Source: an optimization exercise on an open RTL-to-GDS flow (aim: small area). Production flows keep margins and buffers that such runs may drop. The RTL was checked by simulation tests, not by an equivalence proof against the original design. Power is estimated from default activity; no workload was simulated.

## flow/config.mk

```make
export PLATFORM = sky130hd
export DESIGN_NAME = accel_top
export DESIGN_NICKNAME = accel_top
export VERILOG_FILES = /design/flow/design.v
export SDC_FILE = /design/flow/constraint.sdc
export NUM_CORES = 4
export LEC_CHECK = 0
export CAP_MARGIN = 20
export CORE_MARGIN = 2
export CORE_UTILIZATION = 40
export CTS_BUF_LIST = sky130_fd_sc_hd__clkbuf_4 sky130_fd_sc_hd__clkbuf_8
export GPL_TIMING_DRIVEN = 0
export SLEW_MARGIN = 20
```

## flow/design.v

```verilog
package accel_pkg;
    localparam int DATA_WIDTH = 8;
    typedef logic signed [DATA_WIDTH-1:0] sample_t;
    typedef enum logic [1:0] {
        ACT_PASS  = 2'd0,
        ACT_RELU  = 2'd1,
        ACT_LEAKY = 2'd2,
        ACT_RELU6 = 2'd3
    } act_mode_t;
    typedef enum logic {
        POOL_MAX = 1'b0,
        POOL_AVG = 1'b1
    } pool_type_t;
    localparam int LEAKY_SHIFT = 3;
    localparam sample_t RELU6_MAX = 8'sd96;
endpackage
package csr_pkg;
    localparam int CSR_ADDR_WIDTH = 8;
    localparam int CSR_DATA_WIDTH = 32;
    localparam int CSR_STRB_WIDTH = CSR_DATA_WIDTH / 8;
    localparam int NUM_REGS      = 16;
    localparam int REG_IDX_WIDTH = $clog2(NUM_REGS);
    localparam int REGION_WIDTH = 2;
    localparam logic [REGION_WIDTH-1:0] REGION_CSR = 2'd0;
    localparam logic [REG_IDX_WIDTH-1:0] REG_CTRL         = 4'd0;
    localparam logic [REG_IDX_WIDTH-1:0] REG_ACT_MODE     = 4'd4;
    localparam logic [REG_IDX_WIDTH-1:0] REG_POOL_MODE    = 4'd5;
    localparam logic [REG_IDX_WIDTH-1:0] REG_TOTAL_CYCLES = 4'd10;
    localparam logic [REG_IDX_WIDTH-1:0] REG_BUSY_CYCLES  = 4'd11;
    localparam logic [REG_IDX_WIDTH-1:0] REG_IDLE_CYCLES  = 4'd12;
    localparam logic [1:0] RESP_OKAY   = 2'b00;
    localparam logic [1:0] RESP_DECERR = 2'b11;
    localparam int COUNTER_WIDTH = 32;
endpackage
module accel_top (
    input  logic                               clk,
    input  logic                               sync_reset,
    input  logic                               awvalid,
    output logic                               awready,
    input  logic [csr_pkg::CSR_ADDR_WIDTH-1:0] awaddr,
    input  logic                               wvalid,
    output logic                               wready,
    input  logic [csr_pkg::CSR_DATA_WIDTH-1:0] wdata,
    input  logic [csr_pkg::CSR_STRB_WIDTH-1:0] wstrb,
    output logic                               bvalid,
    input  logic                               bready,
    output logic [1:0]                         bresp,
    input  logic                               arvalid,
    output logic                               arready,
    input  logic [csr_pkg::CSR_ADDR_WIDTH-1:0] araddr,
    output logic                               rvalid,
    input  logic                               rready,
    output logic [csr_pkg::CSR_DATA_WIDTH-1:0] rdata,
    output logic [1:0]                         rresp,
    input  logic                               s_axis_tvalid,
    output logic                               s_axis_tready,
    input  accel_pkg::sample_t                 s_axis_tdata,
    input  logic                               s_axis_tlast,
    output logic                               m_axis_tvalid,
    input  logic                               m_axis_tready,
    output accel_pkg::sample_t                 m_axis_tdata,
    output logic                               m_axis_tlast
);
    localparam int DW = csr_pkg::CSR_DATA_WIDTH;
    localparam int NB = csr_pkg::CSR_STRB_WIDTH;
    localparam int NR = csr_pkg::NUM_REGS;
    logic       wr_take, wr_hit, rd_take, rd_hit;
    logic [3:0] wr_idx, rd_idx;
    logic       wr_ack;
    logic       bresp_err, rresp_err;
    assign wr_take = awvalid && wvalid && !bvalid;
    assign rd_take = arvalid && !rvalid;
    assign wr_hit  = (awaddr[7:6] == csr_pkg::REGION_CSR);
    assign rd_hit  = (araddr[7:6] == csr_pkg::REGION_CSR);
    assign wr_idx  = awaddr[5:2];
    assign rd_idx  = araddr[5:2];
    assign awready = wr_ack;
    assign wready  = wr_ack;
    assign bresp   = {2{bresp_err}};
    assign rresp   = {2{rresp_err}};
    always_ff @(posedge clk or posedge sync_reset) begin
        if (sync_reset) begin
            wr_ack  <= 1'b0;
            arready <= 1'b0;
            bvalid  <= 1'b0;
            rvalid  <= 1'b0;
        end else begin
            wr_ack  <= wr_take;
            arready <= rd_take;
            bvalid  <= wr_take || (bvalid && !bready);
            rvalid  <= rd_take || (rvalid && !rready);
        end
    end
    logic [DW-1:0] regs [NR];
    logic [NR-1:0] wvld;
    logic [NR-1:0] we;
    logic [DW-1:0] wd_strb;
    for (genvar b = 0; b < NB; b++) begin : g_wd
        assign wd_strb[b*8 +: 8] = wdata[b*8 +: 8] & {8{wstrb[b]}};
    end
    for (genvar w = 0; w < NR; w++) begin : g_word
        if (w == csr_pkg::REG_TOTAL_CYCLES || w == csr_pkg::REG_BUSY_CYCLES ||
            w == csr_pkg::REG_IDLE_CYCLES) begin : g_cnt
            assign we[w] = 1'b0;
        end else begin : g_reg
            assign we[w] = wr_take && wr_hit && (wr_idx == w);
        end
        always_ff @(posedge clk or posedge sync_reset) begin
            if (sync_reset) begin
                wvld[w] <= 1'b0;
            end else if (we[w]) begin
                wvld[w] <= 1'b1;
            end
        end
        for (genvar b = 0; b < NB; b++) begin : g_byte
            always_ff @(posedge clk) begin
                if (we[w] && (wstrb[b] || !wvld[w])) begin
                    regs[w][b*8 +: 8] <= wd_strb[b*8 +: 8];
                end
            end
        end
    end
    logic                  enable;
    accel_pkg::act_mode_t  act_mode;
    accel_pkg::pool_type_t pool_type;
    assign enable    = regs[csr_pkg::REG_CTRL][0] && wvld[csr_pkg::REG_CTRL];
    assign act_mode  = accel_pkg::act_mode_t'(regs[csr_pkg::REG_ACT_MODE][1:0]
                                              & {2{wvld[csr_pkg::REG_ACT_MODE]}});
    assign pool_type = accel_pkg::pool_type_t'(regs[csr_pkg::REG_POOL_MODE][0]
                                               && wvld[csr_pkg::REG_POOL_MODE]);
    logic          cvld;
    logic          busy;
    logic [DW-1:0] tot_q, bsy_q, idl_q;
    logic [DW-1:0] tot_inc, bsy_inc, idl_inc;
    logic [DW-1:0] tot_d, bsy_d, idl_d;
    logic [2:0]    cnt_wr;
    always_ff @(posedge clk or posedge sync_reset) begin
        if (sync_reset) begin
            cvld <= 1'b0;
        end else begin
            cvld <= 1'b1;
        end
    end
    assign cnt_wr[0] = wr_take && wr_hit && (wr_idx == csr_pkg::REG_TOTAL_CYCLES);
    assign cnt_wr[1] = wr_take && wr_hit && (wr_idx == csr_pkg::REG_BUSY_CYCLES);
    assign cnt_wr[2] = wr_take && wr_hit && (wr_idx == csr_pkg::REG_IDLE_CYCLES);
    assign tot_inc = (cvld ? tot_q : '0) + 1'b1;
    assign bsy_inc = (cvld ? bsy_q : '0) + busy;
    assign idl_inc = (cvld ? idl_q : '0) + !busy;
    for (genvar b = 0; b < NB; b++) begin : g_cnt_byte
        assign tot_d[b*8 +: 8] = (cnt_wr[0] && wstrb[b]) ? wdata[b*8 +: 8] : tot_inc[b*8 +: 8];
        assign bsy_d[b*8 +: 8] = (cnt_wr[1] && wstrb[b]) ? wdata[b*8 +: 8] : bsy_inc[b*8 +: 8];
        assign idl_d[b*8 +: 8] = (cnt_wr[2] && wstrb[b]) ? wdata[b*8 +: 8] : idl_inc[b*8 +: 8];
    end
    always_ff @(posedge clk) begin
        tot_q <= tot_d;
        bsy_q <= bsy_d;
        idl_q <= idl_d;
    end
    logic [DW-1:0] rd_word;
    always_comb begin
        rd_word = '0;
        for (int w = 0; w < NR; w++) begin
            if (w == csr_pkg::REG_TOTAL_CYCLES) begin
                rd_word |= tot_q & {DW{rd_idx == w && cvld}};
            end else if (w == csr_pkg::REG_BUSY_CYCLES) begin
                rd_word |= bsy_q & {DW{rd_idx == w && cvld}};
            end else if (w == csr_pkg::REG_IDLE_CYCLES) begin
                rd_word |= idl_q & {DW{rd_idx == w && cvld}};
            end else begin
                rd_word |= regs[w] & {DW{rd_idx == w && wvld[w]}};
            end
        end
    end
    always_ff @(posedge clk) begin
        if (!bvalid) begin
            bresp_err <= !wr_hit;
        end
        if (!rvalid) begin
            rresp_err <= !rd_hit;
            rdata     <= rd_word & {DW{rd_hit}};
        end
    end
    logic               act_valid, act_last, act_in_ready;
    accel_pkg::sample_t act_data, act_result;
    logic               pool_in_ready;
    always_comb begin
        case (act_mode)
            accel_pkg::ACT_RELU: begin
                act_result = (s_axis_tdata < 0) ? '0 : s_axis_tdata;
            end
            accel_pkg::ACT_LEAKY: begin
                act_result = (s_axis_tdata < 0) ? (s_axis_tdata >>> accel_pkg::LEAKY_SHIFT)
                                                : s_axis_tdata;
            end
            accel_pkg::ACT_RELU6: begin
                if (s_axis_tdata < 0) begin
                    act_result = '0;
                end else if (s_axis_tdata > accel_pkg::RELU6_MAX) begin
                    act_result = accel_pkg::RELU6_MAX;
                end else begin
                    act_result = s_axis_tdata;
                end
            end
            default: begin
                act_result = s_axis_tdata;
            end
        endcase
    end
    assign act_in_ready  = !act_valid || pool_in_ready;
    assign s_axis_tready = enable && act_in_ready;
    always_ff @(posedge clk or posedge sync_reset) begin
        if (sync_reset) begin
            act_valid <= 1'b0;
        end else if (act_in_ready) begin
            act_valid <= s_axis_tvalid && enable;
        end
    end
    always_ff @(posedge clk) begin
        if (act_in_ready) begin
            act_data <= act_result;
            act_last <= s_axis_tlast;
        end
    end
    logic                           have_first, pool_fire, pool_close;
    accel_pkg::sample_t             first_data, pooled;
    logic signed [accel_pkg::DATA_WIDTH:0] pair_sum;
    assign pool_in_ready = !m_axis_tvalid || m_axis_tready;
    assign pool_fire     = act_valid && pool_in_ready;
    assign pool_close    = pool_fire && (have_first || act_last);
    assign pair_sum      = first_data + act_data;
    always_comb begin
        if (!have_first) begin
            pooled = act_data;
        end else if (pool_type == accel_pkg::POOL_AVG) begin
            pooled = accel_pkg::sample_t'(pair_sum[accel_pkg::DATA_WIDTH:1]);
        end else begin
            pooled = (act_data > first_data) ? act_data : first_data;
        end
    end
    always_ff @(posedge clk or posedge sync_reset) begin
        if (sync_reset) begin
            have_first    <= 1'b0;
            m_axis_tvalid <= 1'b0;
        end else begin
            if (pool_fire) begin
                have_first <= !pool_close;
            end
            m_axis_tvalid <= pool_close || (m_axis_tvalid && !m_axis_tready);
        end
    end
    always_ff @(posedge clk) begin
        if (!have_first) begin
            first_data <= act_data;
        end
        if (pool_in_ready) begin
            m_axis_tdata <= pooled;
            m_axis_tlast <= act_last;
        end
    end
    assign busy = act_valid || m_axis_tvalid;
endmodule
```

## flow/run.sh

```bash
#!/bin/bash
# synth_recipe.tcl (not shown) runs the flow's synth.tcl, then flattens the netlist and writes it again
# the make line also repeats each setting of config.mk as NAME=value (left out here)
make -C /OpenROAD-flow-scripts/flow DESIGN_CONFIG=/design/flow/config.mk WORK_HOME=/design/flow/orfs CLKGATE_MAP_FILE= SYNTH_SCRIPT=/design/flow/synth_recipe.tcl finish
```

## flow/constraint.sdc

```tcl
create_clock -name core_clock -period 4.0 [get_ports {clk}]
set_input_delay 0.8000 -clock core_clock [delete_from_list [all_inputs] [get_ports {clk}]]
set_output_delay 0.8000 -clock core_clock [all_outputs]
set_load 0.01 [all_outputs]
```

==> impl_metrics.json, run 1 <==
{
  "power_density_nw_per_um2": 454,
  "drc": 0,
  "most_common_cell_in_the_netlist": "sky130_fd_sc_hd__edfxtp_1",
  "crit_fanout": 10,
  "critPathLaunchType": "primary input",
  "slew-limit-headroom_pct": 19.3,
  "netlist_top_cells_count": "476 x sky130_fd_sc_hd__edfxtp_1, 139 x sky130_fd_sc_hd__nand2_1, 100 x sky130_fd_sc_hd__a22o_1, 97 x sky130_fd_sc_hd__a221oi_1, 96 x sky130_fd_sc_hd__dfxtp_1",
  "finish.instance_area_um2": 28900,
  "synth_async_sr_flop_share_pct": 3.54,
  "ant_nets": 0,
  "fill_cell_count": 5330,
  "grt_pass1_vias": 17300,
  "cts.hold.buffers_added": 0,
  "most_common_flop_cell_mapped_by_yosys": "sky130_fd_sc_hd__edfxtp_1",
  "clock_latency_ns": 0.73,
  "worst-slew-pin-transition_ns": 1.21,
  "path_clk_slew_ns": 0.07,
  "intPower_w": 0.0100,
  "synth_seq_area_share_pct": 68.0,
  "tritoncts_clock_tree": "done",
  "p_sw_w": 0.00311,
  "fin_nets": 2167,
  "so.violations": "setup timing",
  "share_seq_of_total_power_pct": 52.7,
  "netlist-cell-type-count": 61,
  "dieArea_um2": 63500,
  "maxClockFrequency_mhz": 247,
  "worst_setup_path_end_kind": "register",
  "share_comb_of_total_power_pct": 6.9,
  "grt_start_max_net_pins": 22,
  "design.core.area_um2": 60600,
  "syn-cell-area_um2": 24600,
  "synth.area.top_cells": "sky130_fd_sc_hd__edfxtp_1 58%, sky130_fd_sc_hd__dfxtp_1 7.8%, sky130_fd_sc_hd__a22o_1 3.6%",
  "io_pins": 122,
  "number_of_port_buffers": 115,
  "grt_first_pass_wirelength_um": 127000,
  "final_min_period_over_clock_period_pct": 101,
  "report.power.total_w": 0.0131,
  "postSynthAreaPerCell_um2": 13.3,
  "routed_wirelength_um": 90800,
  "wire_per_inst_um": 30.9,
  "viasPerCell": 6.18,
  "dieHeight_um": 252,
  "layout-drive-gt1-share_pct": 12.1,
  "first_pass_iters": 7,
  "grt_util_all_layers_pct": 28.3,
  "share_clk_of_total_power_pct": 40.4,
  "irDropWorstVdd_uv": 248,
  "setup_slack_ns": -0.0405,
  "antenna_found_initial": 3,
  "clock_path_buffers": 3,
  "netSwitchingFraction_pct": 23.7,
  "rsz0062_at_grt": "no",
  "finalSetupViolCount": 3,
  "status": "complete, but fails checks",
  "post-route-util_pct": 47.7,
  "initial_core_util_pct": 40.6,
  "detailed_place_hpwl_um": 64400,
  "globalRoute.totalOverflow": 0,
  "synthCells": 1855,
  "criticalPathCategory": "in -> reg",
  "place_ws_ns": -1.35,
  "skew_ns": 0.0556,
  "synth.net_count": 1947,
  "fin_crit_ns": 4.04,
  "synthToLayoutAreaGrowth_pct": 17.5,
  "die_x_um": 252,
  "required_ns": 4.49,
  "slew_viol_final": 0,
  "hold_path.class": "in -> async",
  "synthesis_stage_register_bit_count": 593,
  "hold_viol": 0,
  "ctsHtreeMaxLevel": 3,
  "detailedRoute.firstIterationViolations": 2784,
  "synth_area_leader_cell": "sky130_fd_sc_hd__edfxtp_1",
  "cellLeakagePower_nw": 9.59,
  "cts_sinks": 593,
  "cts-root-buf": "sky130_fd_sc_hd__clkbuf_8",
  "gp_congestion": 1.01,
  "cts_buffers": 93,
  "num_rows": 90,
  "synth_enable_flop_cells": 476,
  "number_of_vias_in_the_routed_layout": 18200,
  "synthDominantCellAreaShare_pct": 58.1,
  "postPlaceCellArea_um2": 26900,
  "timing.max_cap.violations": 0,
  "synth.yosys.warnings": 2,
  "crit_arrival_ns": 4.53,
  "fin_hold_ws_ns": 0.483
}
sequential cells by signal, indices dropped and copies added (netlist names), 8 cells and up:
register      cells
first_data        8
idl_q            32
wvld             13
tot_q            32
m_axis_tdata      8
bsy_q            32
act_data          8
regs            416
rdata            32
cell usage in the layout (no fill, tap or decap), types with 10 or more instances in the layout:
cell / instances
sky130_fd_sc_hd__dfrtp_1: 20
sky130_fd_sc_hd__xor2_1: 49
sky130_fd_sc_hd__nand3_1: 57
sky130_fd_sc_hd__xnor2_1: 45
sky130_fd_sc_hd__buf_2: 20
sky130_fd_sc_hd__clkinv_1: 19
sky130_fd_sc_hd__nand2b_1: 15
sky130_fd_sc_hd__a22oi_1: 65
sky130_fd_sc_hd__o22ai_1: 12
sky130_fd_sc_hd__nor2b_1: 10
sky130_fd_sc_hd__a21oi_1: 60
sky130_fd_sc_hd__nor4_1: 10
sky130_fd_sc_hd__clkbuf_1: 63
sky130_fd_sc_hd__a221oi_1: 95
sky130_fd_sc_hd__o21ai_0: 10
sky130_fd_sc_hd__buf_4: 13
sky130_fd_sc_hd__clkinv_2: 15
sky130_fd_sc_hd__clkdlybuf4s50_1: 115
sky130_fd_sc_hd__clkbuf_4: 35
sky130_fd_sc_hd__nand2_1: 139
sky130_fd_sc_hd__nor3_1: 19
sky130_fd_sc_hd__nor2_1: 95
sky130_fd_sc_hd__nand4_1: 25
sky130_fd_sc_hd__dfxtp_1: 96
sky130_fd_sc_hd__a31oi_1: 36
sky130_fd_sc_hd__inv_1: 50
sky130_fd_sc_hd__clkbuf_8: 103
sky130_fd_sc_hd__a21oi_2: 33
sky130_fd_sc_hd__ha_1: 21
sky130_fd_sc_hd__a22o_1: 100
sky130_fd_sc_hd__edfxtp_1: 476
sky130_fd_sc_hd__o21ai_1: 31
sky130_fd_sc_hd__and2_1: 30
sky130_fd_sc_hd__and3_1: 55
metrics by stage:
stage,std cells,setup TNS [ns]
final,2936,-0.0587
after global routing,2936,0
after CTS,2931,0
after detailed placement,2761,-77.68
after global placement,2752,-108.74
after floorplan,1855,0
logic make-up (layout without fill, tap and decap cells):
logic type / count (synthesis) / count (layout) / synth area share, %
xor gates and xnor gates: 94 / 94 / 3.35
and+or+nand+nor: 496 / 496 / 10.4
AOI/OAI and AO/OA: 476 / 476 / 14.0
muxes: 8 / 8 / 0.356
adders and majority gates: 22 / 22 / 1.15
buffers and inverters: 165 / 462 / 2.70
DFF: 593 / 593 / 68.0
other: 1 / 3 / 0.0152
what timing repair did:
| item | 4_1_cts | 5_1_grt |
|---|---|---|
| endpoints found under the setup margin | 66 | 8 |
| gates cloned | 0 | 0 |
| buffers inserted | 0 | 0 |
| gates resized for setup | 5 | 10 |
path summary, 6_finish.rpt:
path	from	endpoint	slack, ns	cells past startpoint
worst max-delay path	araddr[5]	rdata[15]	-0.04	8
worst min-delay path	sync_reset	wvld[13]	0.48	2
worst max register to register	cvld	idl_q[26]	0.25	14
worst min register to register	act_last	m_axis_tlast	0.49	0
max in group asynchronous	sync_reset	cvld	3.06	2
min in group core_clock	act_last	m_axis_tlast	0.49	0
per-layer routing:
metal | vias to the layer above | track usage, % | wire length (µm)
li1 | 7640 | - | -
met1 | 9069 | 38.9 | 36200
met2 | 1256 | 43.2 | 40400
met3 | 191 | 7.02 | 10900
met5 | - | 0 | 13
met4 | 2 | 11.4 | 3330
worst max-delay path: stages:
cell and delay [ns]:
sky130_fd_sc_hd__clkdlybuf4s50_1 0.62, sky130_fd_sc_hd__nor2b_1 0.39, sky130_fd_sc_hd__and3_1 0.21, sky130_fd_sc_hd__clkbuf_1 0.31, sky130_fd_sc_hd__clkbuf_1 0.69, sky130_fd_sc_hd__clkdlybuf4s15_1 0.85, sky130_fd_sc_hd__a221oi_2 0.29, sky130_fd_sc_hd__a31oi_1 0.36
area by class of cell:
type                    count  area [µm²]  area share, %
plain buffers             106         477           1.65
inverters                  57         214          0.740
flip-flops and latches    593       16700           57.9
clock buffers             135        1650           5.71
repair buffers            127        1260           4.37
multi-input cells        1097        7340           25.4
diodes                      2        5.00         0.0173
well taps                 782         978           3.38
clock inverters            37         254          0.878
power by group through the flow:
stage | registers, W | clock network (W) | logic [W]
global route | 0.00693 | 0.00561 | 0.000956
floorplan | 0.00703 | 0 | 0.000401
global placement | 0.00704 | 0 | 0.000864
CTS | 0.00692 | 0.00533 | 0.000890
finish | 0.00692 | 0.00530 | 0.000899
detailed placement | 0.00704 | 0 | 0.000883
==> inputs of run 2 (changes only) <==
--- a/flow/config.mk
+++ b/flow/config.mk
@@ -9,5 +9,3 @@
 export CORE_MARGIN = 2
 export CORE_UTILIZATION = 40
-export CTS_BUF_LIST = sky130_fd_sc_hd__clkbuf_4 sky130_fd_sc_hd__clkbuf_8
-export GPL_TIMING_DRIVEN = 0
 export SLEW_MARGIN = 20
==> run 2 against run 1 <==
Effect of this change: now clean on timing, DRC and antenna; fmax rose by 32%; core utilization rose by 0.61 points; total power grew 3.0%; worst hold slack better by 0.0041 ns; count of clock-buffer cells in the layout decreased by 63; clock skew fell by 0.027 ns; sequential share of layout area shrank 0.73 points; non-clock buffer count is 9 higher; register-to-register slack better by 0.68 ns; critical endpoint is now idl_q[26].
==> impl_metrics.json, run 2 <==
{
  "rsz0062_at_grt": "no",
  "critical-path-slowest-cell": "sky130_fd_sc_hd__or3_1",
  "irDropWorstVdd_uv": 351,
  "critPathLaunch": "m_axis_tvalid",
  "ant_nets": 0,
  "kind_of_cell_with_the_highest_combined_delay_on_the_critical_path": "simple AND/OR/NAND/NOR gates",
  "layout.cells.most_common": "sky130_fd_sc_hd__edfxtp_1",
  "synth.area.top_cells": "sky130_fd_sc_hd__edfxtp_1 58%, sky130_fd_sc_hd__dfxtp_1 7.8%, sky130_fd_sc_hd__a22o_1 3.6%",
  "p_sw_w": 0.00297,
  "clock_path_buffers": 3,
  "cp_num_cells": 10,
  "final_min_period_over_clock_period_pct": 76.6,
  "slew_viol_final": 0,
  "synthCells": 1855,
  "wire_per_inst_um": 26.7,
  "drc": 0,
  "crit_path_cell_trace": "or2_2 > inv_1 > ha_1 > ha_1 > nand4_1 > or3_1 > or2_1 > nor4_2 > xor2_1 > a21oi_1",
  "critical_path.reg2reg.startpoint": "m_axis_tvalid",
  "cellLeakagePower_nw": 9.91,
  "number_of_cells_after_detailed_placement": 2771,
  "dieArea_um2": 63500,
  "criticalPathCategory": "reg -> reg",
  "first_pass_iters": 5,
  "fin_hold_ws_ns": 0.487,
  "dieHeight_um": 252,
  "share_seq_of_total_power_pct": 51.2,
  "gp_congestion": 0.893,
  "crit_fanout": 7,
  "most_common_cell_in_the_netlist": "sky130_fd_sc_hd__edfxtp_1",
  "number_of_port_buffers": 117,
  "design.core.area_um2": 60600,
  "timing.critical_path.to": "idl_q[26]",
  "grt_util_all_layers_pct": 24.0,
  "netSwitchingFraction_pct": 22.0,
  "viasPerCell": 5.99,
  "routed_wirelength_um": 77000,
  "skew_ns": 0.0290,
  "path_clk_slew_ns": 0.06,
  "finalSetupViolCount": 0,
  "synth_area_leader_cell": "sky130_fd_sc_hd__edfxtp_1",
  "max_stage_delay_ns": 0.49,
  "syn-cell-area_um2": 24600,
  "synthToLayoutAreaGrowth_pct": 19.1,
  "synth_seq_area_share_pct": 68.0,
  "tns_ns": 0,
  "crit-reg2reg-capture": "idl_q[26]",
  "globalRoute.totalOverflow": 0,
  "synth.yosys.warnings": 2,
  "maxClockFrequency_mhz": 326,
  "critical-path-top-cell-by-count": "sky130_fd_sc_hd__ha_1",
  "netlist-cell-type-count": 61,
  "required_ns": 4.49,
  "clock_latency_ns": 0.63,
  "most_common_flop_cell_mapped_by_yosys": "sky130_fd_sc_hd__edfxtp_1",
  "synth.net_count": 1947,
  "die_x_um": 252,
  "slew-limit-headroom_pct": 32.0,
  "grt_first_pass_wirelength_um": 112000,
  "reg2reg_slack_ns": 0.93,
  "layout.cells.most_common_list": "476 x sky130_fd_sc_hd__edfxtp_1, 139 x sky130_fd_sc_hd__nand2_1, 121 x sky130_fd_sc_hd__buf_4, 117 x sky130_fd_sc_hd__clkdlybuf4s50_1, 100 x sky130_fd_sc_hd__a22o_1",
  "crit_arrival_ns": 3.56,
  "critical_path.n_buffers_inverters": 1,
  "fin_cells": 2882,
  "largest-register": "regs",
  "largest_register_ffs": 416,
  "netlist_top_cells_count": "476 x sky130_fd_sc_hd__edfxtp_1, 139 x sky130_fd_sc_hd__nand2_1, 100 x sky130_fd_sc_hd__a22o_1, 97 x sky130_fd_sc_hd__a221oi_1, 96 x sky130_fd_sc_hd__dfxtp_1",
  "fin_crit_ns": 3.07,
  "post_cts_resize_count": 0,
  "fill_cell_count": 5231,
  "fin_nets": 2142,
  "synth_enable_flop_cells": 476,
  "critPathLaunchType": "register",
  "share_clk_of_total_power_pct": 42.5,
  "num_rows": 90,
  "share_comb_of_total_power_pct": 6.3,
  "number_of_vias_in_the_routed_layout": 17300,
  "intPower_w": 0.0105,
  "cts.hold.buffers_added": 0,
  "reg2regPathDepth": 10,
  "cts_setup_buffers": 0,
  "cts_sinks": 593,
  "detailedRoute.firstIterationViolations": 2218,
  "synthDominantCellAreaShare_pct": 58.1,
  "initial_core_util_pct": 40.6,
  "timing.max_cap.violations": 0,
  "io_pins": 122,
  "synth_async_sr_flop_share_pct": 3.54,
  "worst-slew-pin-transition_ns": 1.02,
  "synthesis_stage_register_bit_count": 593,
  "detailed_place_hpwl_um": 52900,
  "cts-root-buf": "sky130_fd_sc_hd__clkbuf_16",
  "layout-drive-gt1-share_pct": 11.0,
  "power_density_nw_per_um2": 461,
  "tritoncts_clock_tree": "done",
  "hold_viol": 0,
  "grt_pass1_vias": 16600,
  "cts_buffers": 59,
  "ctsHtreeMaxLevel": 2,
  "antenna_found_initial": 3,
  "worst_setup_path_end_kind": "register",
  "grt_start_max_net_pins": 64,
  "status": "complete, no violations",
  "hold_path.class": "reg -> reg",
  "postSynthAreaPerCell_um2": 13.3
}
-- run 2: cell types whose count changed in the layout (fill, tap and decap cells not counted), sizes merged --
cell,change
clkdlybuf4s15,-1
diode,-1
clkinv,-6
buf,+80
bufinv,+7
clkdlybuf4s50,+2
clkbuf,-135
-- run 2: worst min-delay path by stage --
stage / start / endpoint / slack [ns] / depth (start not counted)
after floorplan: act_last / m_axis_tlast / 0.45 / 0
after global placement: act_last / m_axis_tlast / 0.46 / 0
after detailed placement: act_last / m_axis_tlast / 0.47 / 0
after CTS: act_last / m_axis_tlast / 0.49 / 0
after global routing: act_last / m_axis_tlast / 0.50 / 0
final: act_last / m_axis_tlast / 0.49 / 0
-- run 2: cell families after synthesis --
logic type	after synthesis	synth area share, %
DFF	593	68.0
and+or+nand+nor	496	10.4
AOI/OAI and AO/OA	476	14.0
buffers and inverters	165	2.70
xor gates and xnor gates	94	3.35
adders and majority gates	22	1.15
muxes	8	0.356
other	1	0.0152
-- run 2: through the flow --
stage | cell area (µm²) | total power, W | setup slack [ns] | util [%]
4_1_cts | 29300 | 0.0136 | 0.920 | 48.4
3_5_place_dp | 27300 | 0.00789 | 0.489 | 45.1
3_3_place_gp | 27300 | 0.00788 | 0.491 | 45.0
5_1_grt | 29300 | 0.0139 | 0.762 | 48.4
2_1_floorplan | 24600 | 0.00743 | 0.304 | -
6_report | 29300 | 0.0135 | 0.934 | 48.4
-- run 2: area by class of cell --
| cell class | count | area (µm²) | area share [%] |
|---|---|---|---|
| Antenna cell | 1 | 2.50 | 0.00854 |
| Sequential cell | 593 | 16700 | 57.1 |
| Timing Repair Buffer | 242 | 2170 | 7.40 |
| Multi-Input combinational cell | 1097 | 7200 | 24.6 |
| Clock inverter | 38 | 454 | 1.55 |
| Tap cell | 782 | 978 | 3.34 |
| Clock buffer | 72 | 1540 | 5.24 |
| Inverter | 57 | 215 | 0.735 |
-- run 2: metal layers --
metal  track usage (%)  up-vias  wire length, µm
met3              5.73       86             8160
met2              36.7      899            34400
met4              5.71        4             1420
met5                 0        -               23
met1              34.5     8703            33000
li1                  -     7566                -
-- run 2: power groups by stage --
stage	registers (W)	clock network (W)	logic [W]
after floorplan	0.00703	0	0.000401
after global placement	0.00704	0	0.000833
after detailed placement	0.00704	0	0.000844
after CTS	0.00692	0.00582	0.000850
after global routing	0.00693	0.00605	0.000919
final	0.00692	0.00575	0.000850
==> inputs of run 3 (changes only) <==
--- a/flow/design.v
+++ b/flow/design.v
@@ -132,6 +132,4 @@
     logic          busy;
     logic [DW-1:0] tot_q, bsy_q, idl_q;
-    logic [DW-1:0] tot_inc, bsy_inc, idl_inc;
-    logic [DW-1:0] tot_d, bsy_d, idl_d;
     logic [2:0]    cnt_wr;
     always_ff @(posedge clk or posedge sync_reset) begin
@@ -145,17 +143,46 @@
     assign cnt_wr[1] = wr_take && wr_hit && (wr_idx == csr_pkg::REG_BUSY_CYCLES);
     assign cnt_wr[2] = wr_take && wr_hit && (wr_idx == csr_pkg::REG_IDLE_CYCLES);
-    assign tot_inc = (cvld ? tot_q : '0) + 1'b1;
-    assign bsy_inc = (cvld ? bsy_q : '0) + busy;
-    assign idl_inc = (cvld ? idl_q : '0) + !busy;
-    for (genvar b = 0; b < NB; b++) begin : g_cnt_byte
-        assign tot_d[b*8 +: 8] = (cnt_wr[0] && wstrb[b]) ? wdata[b*8 +: 8] : tot_inc[b*8 +: 8];
-        assign bsy_d[b*8 +: 8] = (cnt_wr[1] && wstrb[b]) ? wdata[b*8 +: 8] : bsy_inc[b*8 +: 8];
-        assign idl_d[b*8 +: 8] = (cnt_wr[2] && wstrb[b]) ? wdata[b*8 +: 8] : idl_inc[b*8 +: 8];
-    end
-    always_ff @(posedge clk) begin
-        tot_q <= tot_d;
-        bsy_q <= bsy_d;
-        idl_q <= idl_d;
-    end
+    logic [2:0]    cnt_inc;
+    logic [DW-1:0] cnt_q [3];
+    logic [DW-1:0] cnt_d [3];
+    assign cnt_inc = {!busy, busy, 1'b1};
+    for (genvar n = 0; n < 3; n++) begin : g_cnt
+        logic [NB-1:0] ones, cin;
+        logic [DW-1:0] sum;
+        for (genvar k = 0; k < NB; k++) begin : g_ones
+            assign ones[k] = &cnt_q[n][8*k +: 8];
+        end
+        assign cin[0] = cnt_inc[n];
+        for (genvar k = 1; k < NB; k++) begin : g_cin
+            assign cin[k] = cin[k-1] && ones[k-1];
+        end
+        for (genvar k = 0; k < NB; k++) begin : g_sum
+            always_comb begin
+                logic c;
+                c = cin[k];
+                for (int i = 0; i < 8; i++) begin
+                    sum[8*k+i] = cnt_q[n][8*k+i] ^ c;
+                    c          = cnt_q[n][8*k+i] & c;
+                end
+            end
+        end
+        for (genvar k = 0; k < NB; k++) begin : g_d
+            for (genvar i = 0; i < 8; i++) begin : g_bit
+                if (k == 0 && i == 0) begin : g_lsb
+                    assign cnt_d[n][0] = (cnt_wr[n] && wstrb[0]) ? wdata[0]
+                                         : (cvld ? sum[0] : cnt_inc[n]);
+                end else begin : g_rest
+                    assign cnt_d[n][8*k+i] = (cnt_wr[n] && wstrb[k]) ? wdata[8*k+i]
+                                             : (cvld && sum[8*k+i]);
+                end
+            end
+        end
+        always_ff @(posedge clk) begin
+            cnt_q[n] <= cnt_d[n];
+        end
+    end
+    assign tot_q = cnt_q[0];
+    assign bsy_q = cnt_q[1];
+    assign idl_q = cnt_q[2];
     logic [DW-1:0] rd_word;
     always_comb begin
==> flow/flow/run.sh (new file) <==
#!/bin/bash
# The standard layout (the standard.sh, unchanged synthesis, floorplan,
# power grid and routing) with two changes to how it is built:
#  - the port buffers that buffer_ports inserts are the smallest plain buffer
#    (sky130_fd_sc_hd__buf_1) instead of a delay cell; repair_design still
#    resizes any that need more drive;
#  - clock tree synthesis clusters up to 25 sinks within 80 um per leaf
#    buffer, uses clkbuf_16 only and inserts no dummy loads.
# Each tool's full output goes to the ORFS logs under orfs/logs/ and the make
# output to standard.log, both in this folder.
set -euo pipefail
CTS="-sink_clustering_enable -repair_clock_nets -dont_use_dummy_load"
CTS="$CTS -buf_list {sky130_fd_sc_hd__clkbuf_16}"
CTS="$CTS -sink_clustering_size 25 -sink_clustering_max_diameter 80"
bash standard.sh \
  "BUFFER_PORTS_ARGS=-buffer_cell sky130_fd_sc_hd__buf_1" \
  "CTS_ARGS=$CTS" \
  finish > standard.log 2>&1
==> flow/standard.sh (new file) <==
#!/bin/bash
# synth_recipe.tcl (not shown) runs the flow's synth.tcl, then flattens the netlist and writes it again
# the make line also repeats each setting of config.mk as NAME=value (left out here)
make -C /OpenROAD-flow-scripts/flow DESIGN_CONFIG=/design/flow/config.mk WORK_HOME=/design/flow/orfs CLKGATE_MAP_FILE= SYNTH_SCRIPT=/design/flow/synth_recipe.tcl "${@:-finish}"
removed: flow/run.sh
==> run 3 against run 2 <==
Effect of this change: still clean on timing, DRC and antenna; global-route usage decreased by 0.24 points; sequential share of layout area rose by 4.2 points; register-to-register slack got worse by 0.29 ns; sequential power is essentially flat; count of clock-buffer cells in the layout decreased by 41; final cell count down 4.2%; worst setup slack worse by 0.29 ns; core utilization is 4.0 points lower; die area is 0.59% higher; highest routed layer unchanged.
==> impl_metrics.json, run 3 <==
{
  "synth_seq_area_share_pct": 67.6,
  "synth_area_leader_cell": "sky130_fd_sc_hd__edfxtp_1",
  "fill_cell_count": 5534,
  "number_of_vias_in_the_routed_layout": 16600,
  "synth.net_count": 2003,
  "initial_core_util_pct": 40.3,
  "postSynthAreaPerCell_um2": 13.5,
  "tritoncts_clock_tree": "done",
  "number_of_port_buffers": 117,
  "largest_register_ffs": 416,
  "largest-register": "regs",
  "worst-slew-pin-transition_ns": 1.10,
  "timing.max_cap.violations": 0,
  "drc": 0,
  "detailed_place_hpwl_um": 51700,
  "io_pins": 122,
  "wire_per_inst_um": 27.8,
  "num_rows": 91,
  "cts_sinks": 593,
  "synthesis_stage_register_bit_count": 593,
  "criticalPathCategory": "reg -> reg",
  "ant_nets": 0,
  "critical-path-top-cell-by-count": "sky130_fd_sc_hd__ha_1",
  "syn-cell-area_um2": 24800,
  "crit_path_cell_trace": "or2_2 > nor3_1 > buf_4 > inv_1 > nor3_1 > buf_4 > and2_1 > ha_1 > ha_1 > ha_1 > ha_1 > ha_1 > ha_1 > ha_1 > xor2_1 > nand2_1 > o21ai_0",
  "irDropWorstVdd_uv": 365,
  "clock_latency_ns": 0.65,
  "slew-limit-headroom_pct": 26.6,
  "viasPerCell": 5.99,
  "grt_first_pass_wirelength_um": 110000,
  "synthDominantCellAreaShare_pct": 57.7,
  "hold_path.class": "in -> async",
  "required_ns": 4.55,
  "routed_wirelength_um": 76800,
  "layout.cells.most_common": "sky130_fd_sc_hd__edfxtp_1",
  "slew_viol_final": 0,
  "antenna_found_initial": 2,
  "detailedRoute.firstIterationViolations": 2039,
  "tns_ns": 0,
  "clock_path_buffers": 3,
  "power_density_nw_per_um2": 399,
  "netlist_top_cells_count": "476 x sky130_fd_sc_hd__edfxtp_1, 209 x sky130_fd_sc_hd__nand2_1, 145 x sky130_fd_sc_hd__and3_1, 120 x sky130_fd_sc_hd__a22oi_1, 101 x sky130_fd_sc_hd__o21ai_0",
  "die_x_um": 253,
  "most_common_cell_in_the_netlist": "sky130_fd_sc_hd__edfxtp_1",
  "layout-drive-gt1-share_pct": 8.27,
  "synth.yosys.warnings": 4,
  "final_min_period_over_clock_period_pct": 83.8,
  "reg2reg_slack_ns": 0.65,
  "post-route-util_pct": 44.4,
  "critical-path-slowest-cell": "sky130_fd_sc_hd__dfrtp_1",
  "cellLeakagePower_nw": 9.87,
  "synth_enable_flop_cells": 476,
  "synthToLayoutAreaGrowth_pct": 10.2,
  "reg2regPathDepth": 17,
  "synth_async_sr_flop_share_pct": 3.54,
  "dieHeight_um": 253,
  "ctsHtreeMaxLevel": 1,
  "cts.hold.buffers_added": 0,
  "insertedDiodeCount": 0,
  "grt_util_all_layers_pct": 23.7,
  "grt_pass1_vias": 16000,
  "cts-root-buf": "sky130_fd_sc_hd__clkbuf_16",
  "crit_fanout": 4,
  "finish.instance_area_um2": 27300,
  "maxClockFrequency_mhz": 298,
  "critical_path.reg2reg.startpoint": "act_valid",
  "path_clk_slew_ns": 0.10,
  "grt_start_max_net_pins": 53,
  "postPlaceCellArea_um2": 26500,
  "hold_viol": 0,
  "status": "complete, no violations",
  "fin_crit_ns": 3.35,
  "most_common_flop_cell_mapped_by_yosys": "sky130_fd_sc_hd__edfxtp_1",
  "critPathLaunchType": "register",
  "first_pass_iters": 6,
  "largest_registers": "regs: 416 flops, cnt_q: 96 flops, rdata: 32 flops",
  "synth.area.top_cells": "sky130_fd_sc_hd__edfxtp_1 58%, sky130_fd_sc_hd__dfxtp_1 7.8%, sky130_fd_sc_hd__ha_1 5.0%",
  "max_stage_delay_ns": 0.41,
  "dieArea_um2": 63900,
  "cts_buffers": 31,
  "skew_ns": 0.0808,
  "worst_setup_path_end_kind": "register",
  "critical_path.n_buffers_inverters": 3,
  "gp_congestion": 0.875,
  "design.core.area_um2": 61500,
  "cts_setup_buffers": 0,
  "finalSetupViolCount": 0,
  "crit-reg2reg-capture": "cnt_q[2][31]",
  "kind_of_cell_with_the_highest_combined_delay_on_the_critical_path": "adder cells",
  "netlist-cell-type-count": 59,
  "crit_arrival_ns": 3.90,
  "fin_nets": 2144,
  "post_cts_resize_count": 0,
  "globalRoute.totalOverflow": 0,
  "rsz0062_at_grt": "no",
  "layout.cells.most_common_list": "476 x sky130_fd_sc_hd__edfxtp_1, 209 x sky130_fd_sc_hd__nand2_1, 145 x sky130_fd_sc_hd__and3_1, 120 x sky130_fd_sc_hd__a22oi_1, 117 x sky130_fd_sc_hd__buf_1",
  "synthCells": 1833
}
==> run 3: area by class of cell <==
cell class	count	area, µm²	area share [%]
Clock buffer	31	776	2.84
Inverter	34	128	0.468
Multi-Input combinational cell	1083	7340	26.9
Sequential cell	593	16700	61.3
Tap cell	790	988	3.62
Timing Repair Buffer	231	1320	4.84
==> run 3: worst max path at each step <==
| stage | from | end | slack [ns] | cells after the start |
|---|---|---|---|---|
| after global routing | act_valid | cnt_q[2][31] | 0.36 | 17 |
| after CTS | act_valid | cnt_q[2][31] | 0.62 | 17 |
| after global placement | araddr[2] | rdata[25] | 0.52 | 7 |
| final | act_valid | cnt_q[2][31] | 0.65 | 17 |
| after detailed placement | araddr[2] | rdata[25] | 0.43 | 7 |
| after floorplan | m_axis_tvalid | cnt_q[2][31] | 1.32 | 15 |
==> run 3: stage by stage <==
stage                     power (W)  hold slack (ns)  setup slack (ns)  std cells
after floorplan             0.00743            0.446              1.32       1833
after global routing         0.0112            0.359             0.365       2762
after CTS                    0.0109            0.343             0.620       2762
final                        0.0109            0.315             0.646       2762
after detailed placement    0.00777            0.478             0.428       2731
after global placement      0.00775            0.464             0.521       2731
==> run 3: logic make-up (layout without fill, tap and decap cells) <==
family          after synthesis  count (layout)  share of synthesized area, %
buf+inv                     157             296                          2.78
flops                       593             593                          67.6
mux                           4               4                         0.167
xor+xnor                     15              15                         0.531
compound gates              449             449                          12.8
other cells                   1               1                        0.0151
simple gates                514             514                          11.0
fa+ha+maj                   100             100                          5.08
==> run 3: layer usage <==
layer  wire length, µm  up-vias  global-route usage [%]  share of wire [%]
met2             36500      815                    39.1                 47
met3              7510      152                    4.41                9.8
met1             30400     8260                    31.7                 40
li1                  -     7325                       -                  -
met4              2440        4                    7.74                3.2
met5                25        -                       0              0.033
==> run 3: power breakdown <==
group / internal, W / switching [W] / leakage, nW
Sequential: 0.00679 / 0.000141 / 5.50
Combinational: 0.000221 / 0.000487 / 3.99
Clock: 0.00137 / 0.00189 / 0.382
==> run 3: worst register-to-register path: cells and delay by family (launching register included) <==
family / cells / cell delay [ns]
buffers and inverters: 3 / 0.39
XOR/XNOR: 1 / 0.15
flip-flops: 1 / 0.41
adder cells (fa/ha/maj): 7 / 1.12
AND/OR/NAND/NOR: 5 / 1.10
AO/OA/AOI/OAI: 1 / 0.15

-- separate check: timing with driven ports --
Ports are ideal in the flow. The routed layouts listed here were re-timed in OpenROAD. Step 1 (the two cells are an assumption about what drives the block):
set clk [get_ports {clk}]
set_driving_cell -lib_cell sky130_fd_sc_hd__clkbuf_16 $clk
set_driving_cell -lib_cell sky130_fd_sc_hd__buf_2 [delete_from_list [all_inputs] $clk]
Step 2 also shifts input and output timing later by t, the mid clock arrival at the registers, as if the neighbouring blocks saw the same clock. Slacks: no drivers / after step 1 / after step 2; pairs: no drivers / after step 1.
run | t, ns | setup slack, ns | hold WS [ns] | worst setup path at the end
run 1 | 0.760 | -0.041 / -0.003 / -0.763 | 0.483 / 0.447 / 0.491 | input to register
run 2 | 0.677 | 0.934 / 0.934 / 0.365 | 0.487 / 0.487 / 0.487 | input to register
run 3 | 0.669 | 0.646 / 0.646 / 0.272 | 0.315 / 0.273 / 0.488 | input to register
For run 1, which loses most, drivers alone change the setup slack by +0.038 ns; drivers and shift together by -0.722 ns.
